This design comes from an exercise in tuning for small area on the open sky130 flow, not from production work. Function was checked by simulation only, so behaviour that the tests miss may differ from the original. No activity file was given, so power comes from the tool's default toggle rates.

==> v9 <==
## video_frontend
module video_frontend (
    input  wire        PCLK_i,
    input  wire        rst_i,
    input  wire [23:0] video_i,
    input  wire        hs_i,
    input  wire        vs_i,
    input  wire        hs_pol_i,
    input  wire        vs_pol_i,
    input  wire [63:0] timing_cfg_i,
    input  wire        csc_en_i,
    input  wire        csc_mode_i,
    output wire [23:0] video_o,
    output wire [25:0] sync_o
);
export LEC_CHECK = 0
export ABC_AREA = 1
export CAP_MARGIN = 20
export CORE_MARGIN = 2
export CORE_UTILIZATION = 80
export SLEW_MARGIN = 20
create_clock -name core_clock -period 7.0 [get_ports {PCLK_i}]
standard.sh (not shown) runs the stock make flow with config.mk's settings and CLKGATE_MAP_FILE= SYNTH_SCRIPT=/design/flow/synth_recipe.tcl, a recipe that flattens the netlist after the stock synthesis.
==> flow/flow/run.sh <==
#!/bin/bash
# Layout flow: the standard ORFS flow with these changes
#  1. after the standard synthesis, flow/flipfa.py removes inverters around full-adder
#     cells (a full adder is self-dual, so complemented inputs give complemented outputs),
#     then flow/resyn.py re-maps the plain gates with the same ABC script, keeping the
#     adders and all flip-flops (registers and their names are untouched)
#  2. the port buffers use the smallest buffer cell
#  3. clock tree synthesis arguments from flow/cts_args (if present)
set -euo pipefail
export BUFFER_PORTS_ARGS="-buffer_cell sky130_fd_sc_hd__buf_1"
if [[ -f flow/cts_args ]]; then
  export CTS_ARGS="$(cat flow/cts_args)"
fi
R=orfs/results/$FLOW_PLATFORM/video_frontend/base
LG=orfs/logs/$FLOW_PLATFORM/video_frontend/base
bash standard.sh synth > synth.log 2>&1
cp $R/1_2_yosys.v $R/1_2_yosys_std.v
python3 flow/flipfa.py $R/1_2_yosys_std.v $R/1_2_yosys_flip.v > flipfa.log 2>&1
LIB=$(ls $FLOW_HOME/platforms/$FLOW_PLATFORM/lib/sky130_fd_sc_hd__tt_025C_1v80.lib)
SCRIPT=$(grep -o "abc -script [^ ]*" $LG/1_2_yosys.log | head -1 | awk '{print $3}')
DU=$(grep -o "\-dont_use [A-Za-z0-9_]*" $LG/1_2_yosys.log | awk '{print $2}' | sort -u | tr '\n' ' ')
if python3 flow/resyn.py $R/1_2_yosys_flip.v $R/1_2_yosys.v $LIB $SCRIPT resyn_work $DU > resyn.log 2>&1; then
  echo "resyn ok" >> resyn.log
else
  echo "resyn failed, using flipped netlist" >> resyn.log
  cp $R/1_2_yosys_flip.v $R/1_2_yosys.v
fi
rm -f $R/1_synth.odb $R/1_synth.sdc
bash standard.sh > layout.log 2>&1
==> flow/flow/cts_args <==
-sink_clustering_enable -repair_clock_nets -buf_list {sky130_fd_sc_hd__clkbuf_4 sky130_fd_sc_hd__clkbuf_8} -sink_clustering_size 16 -sink_clustering_max_diameter 50 -dont_use_dummy_load
==> flow/flow/libfuncs.py <==
#!/usr/bin/env python3
"""Write a Yosys techmap file giving the boolean function of each single-output
combinational sky130 cell named on the command line (read from the liberty file)."""
import re, sys
lib = open(sys.argv[1]).read()
cells = set(sys.argv[3:])
out = []
parts = re.split(r'\n\s*cell\s*\(\s*"?(\w+)"?\s*\)', lib)
for i in range(1, len(parts), 2):
    name, body = parts[i], parts[i + 1]
    if name not in cells:
        continue
    pins = re.findall(r'pin\s*\(\s*"?(\w+)"?\s*\)\s*\{(.*?)\n\s*\}', body, re.S)
    ins, outs = [], []
    for pn, pb in pins:
        d = re.search(r'direction\s*:\s*"?(\w+)"?', pb)
        if not d:
            continue
        if d.group(1) == 'input':
            ins.append(pn)
        elif d.group(1) == 'output':
            f = re.search(r'function\s*:\s*"([^"]*)"', pb)
            outs.append((pn, f.group(1) if f else None))
    if len(outs) != 1 or outs[0][1] is None:
        continue
    o, f = outs[0]
    e = f.replace('!', '~').replace('*', '&').replace('+', '|')
    e = re.sub(r'\)\s*\(', ') & (', e)
    e = re.sub(r'(\w)\s+(\w)', r'\1 & \2', e)
    e = re.sub(r'(\w)\s+(\w)', r'\1 & \2', e)
    e = re.sub(r'(\w)\s*\(', r'\1 & (', e)
    e = re.sub(r'\)\s*(\w)', r') & \1', e)
    out.append(f"module {name} ({', '.join(ins + [o])});\n" +
               ''.join(f"  input {x};\n" for x in ins) + f"  output {o};\n  assign {o} = {e};\nendmodule\n")
open(sys.argv[2], 'w').write('\n'.join(out))
==> flow/flow/resyn.py <==
#!/usr/bin/env python3
"""Re-map the simple gates of a mapped sky130 netlist with ABC, keeping full adders,
half adders, flip-flops, tie cells and buffers as they are.
usage: resyn.py IN.v OUT.v LIBERTY ABC_SCRIPT WORKDIR [dont_use cells...]"""
import re, subprocess, sys, os
inp, out, lib, script, wd = sys.argv[1:6]
dont = sys.argv[6:]
here = os.path.dirname(os.path.abspath(__file__))
text = open(inp).read()
types = sorted(set(re.findall(r'^\s*(sky130_fd_sc_hd__\w+)\s+\S+\s*\(', text, re.M)))
keep = re.compile(r'sky130_fd_sc_hd__(fa|ha|df|edf|sdf|conb|buf|clkbuf|dlx|dlygate|clkdly|sdlclk)')
soft = [t for t in types if not keep.match(t)]
os.makedirs(wd, exist_ok=True)
fmap = os.path.join(wd, 'cellfuncs.v')
subprocess.run([sys.executable, os.path.join(here, 'libfuncs.py'), lib, fmap] + soft, check=True)
constr = os.path.join(wd, 'abc.constr')
open(constr, 'w').write("set_driving_cell sky130_fd_sc_hd__buf_1\nset_load 5\n")
du = ' '.join(f'-dont_use {c}' for c in dont)
ys = f"""
read_liberty -lib {lib}
read_verilog {inp}
hierarchy -top video_frontend
techmap -map {fmap}
techmap
opt -fast
abc -script {script} -liberty {lib} {du} -constr {constr} -D 7000
opt_clean -purge
hilomap -singleton -hicell sky130_fd_sc_hd__conb_1 HI -locell sky130_fd_sc_hd__conb_1 LO
splitnets
opt_clean -purge
write_verilog -noattr -nohex -nodec {out}
"""
open(os.path.join(wd, 'resyn.ys'), 'w').write(ys)
r = subprocess.run(['yosys', '-q', '-l', os.path.join(wd, 'resyn.log'), '-s', os.path.join(wd, 'resyn.ys')],
                   stdout=subprocess.DEVNULL, stderr=subprocess.STDOUT)
sys.exit(r.returncode)
Other scripts of this flow, unchanged in this note and not shown: flow/flow/flipfa.py
==> inputs of v5, as changes to v9 <==
==> flow/flow/run.sh (replaced) <==
#!/bin/bash
# Layout flow: the standard ORFS flow with three changes
#  1. after the standard synthesis, flow/flipfa.py removes inverters around full-adder
#     cells (a full adder is self-dual, so complemented inputs give complemented outputs);
#     registers and their names are untouched
#  2. the port buffers use the smallest buffer cell
#  3. clock tree synthesis arguments from flow/cts_args (if present)
set -euo pipefail
export BUFFER_PORTS_ARGS="-buffer_cell sky130_fd_sc_hd__buf_1"
if [[ -f flow/cts_args ]]; then
  export CTS_ARGS="$(cat flow/cts_args)"
fi
R=orfs/results/$FLOW_PLATFORM/video_frontend/base
bash standard.sh synth > synth.log 2>&1
cp $R/1_2_yosys.v $R/1_2_yosys_std.v
python3 flow/flipfa.py $R/1_2_yosys_std.v $R/1_2_yosys.v > flipfa.log 2>&1
rm -f $R/1_synth.odb $R/1_synth.sdc
bash standard.sh > layout.log 2>&1
==> flow/flow/cts_args (replaced) <==
-sink_clustering_enable -repair_clock_nets -buf_list {sky130_fd_sc_hd__clkbuf_2 sky130_fd_sc_hd__clkbuf_8} -sink_clustering_size 10 -sink_clustering_max_diameter 40 -dont_use_dummy_load
- CORE_UTILIZATION: 80 -> 65
removed: flow/flow/libfuncs.py
removed: flow/flow/resyn.py
==> inputs of v32, as changes to v9 <==
==> flow/flow/run.sh (replaced) <==
#!/bin/bash
# Layout flow: the standard ORFS flow with three changes
#  1. after the standard synthesis, flow/flipfa.py removes inverters around full-adder
#     cells (a full adder is self-dual, so complemented inputs give complemented outputs);
#     registers and their names are untouched
#  2. the port buffers use the smallest buffer cell
#  3. clock tree synthesis arguments from flow/cts_args (if present)
set -euo pipefail
export BUFFER_PORTS_ARGS="-buffer_cell sky130_fd_sc_hd__buf_1"
if [[ -f flow/cts_args ]]; then
  export CTS_ARGS="$(cat flow/cts_args)"
fi
R=orfs/results/$FLOW_PLATFORM/video_frontend/base
bash standard.sh synth > synth.log 2>&1
cp $R/1_2_yosys.v $R/1_2_yosys_std.v
python3 flow/flipfa.py $R/1_2_yosys_std.v $R/1_2_yosys.v > flipfa.log 2>&1
rm -f $R/1_synth.odb $R/1_synth.sdc
bash standard.sh > layout.log 2>&1
- CORE_UTILIZATION: 80 -> 65
removed: flow/flow/libfuncs.py
removed: flow/flow/resyn.py
==> run summary <==
- The highest core utilization belongs to v9, the lowest to v32.
- Non-clock buffer count: v9 is higher than v5 (1).
- Against v32, the power of v9 is higher by 0.81%.
- Clock-buffer cell count: v32 is lower than v5 (12).

## static timing again, ports no longer ideal
In the flow no input, the clock included, has a driving cell. The finished layouts below were timed again as built, in two steps.
Step 1 (the two cells are an assumption about what drives the block):
set clk [get_ports {PCLK_i}]
set_driving_cell -lib_cell sky130_fd_sc_hd__clkbuf_16 $clk
set_driving_cell -lib_cell sky130_fd_sc_hd__buf_2 [delete_from_list [all_inputs] $clk]
Step 2 also shifts input and output timing later by t, the mid clock arrival at the registers, as if the neighbouring blocks saw the same clock.
Three values: no drivers, after step 1, after step 2; two values: the first two.
run | shift t [ns] | setup slack, ns | worst setup path at the end
v9 | 0.563 | 0.375 / 0.394 / -0.169 | input to register
v5 | 0.553 | 0.694 / 0.712 / 0.159 | input to register
v32 | 0.575 | 0.751 / 0.769 / 0.194 | input to register
Met with ideal ports but missed after step 2: setup timing in v9. For v32, which loses most, drivers alone change the setup slack by +0.018 ns; drivers and shift together by -0.557 ns.
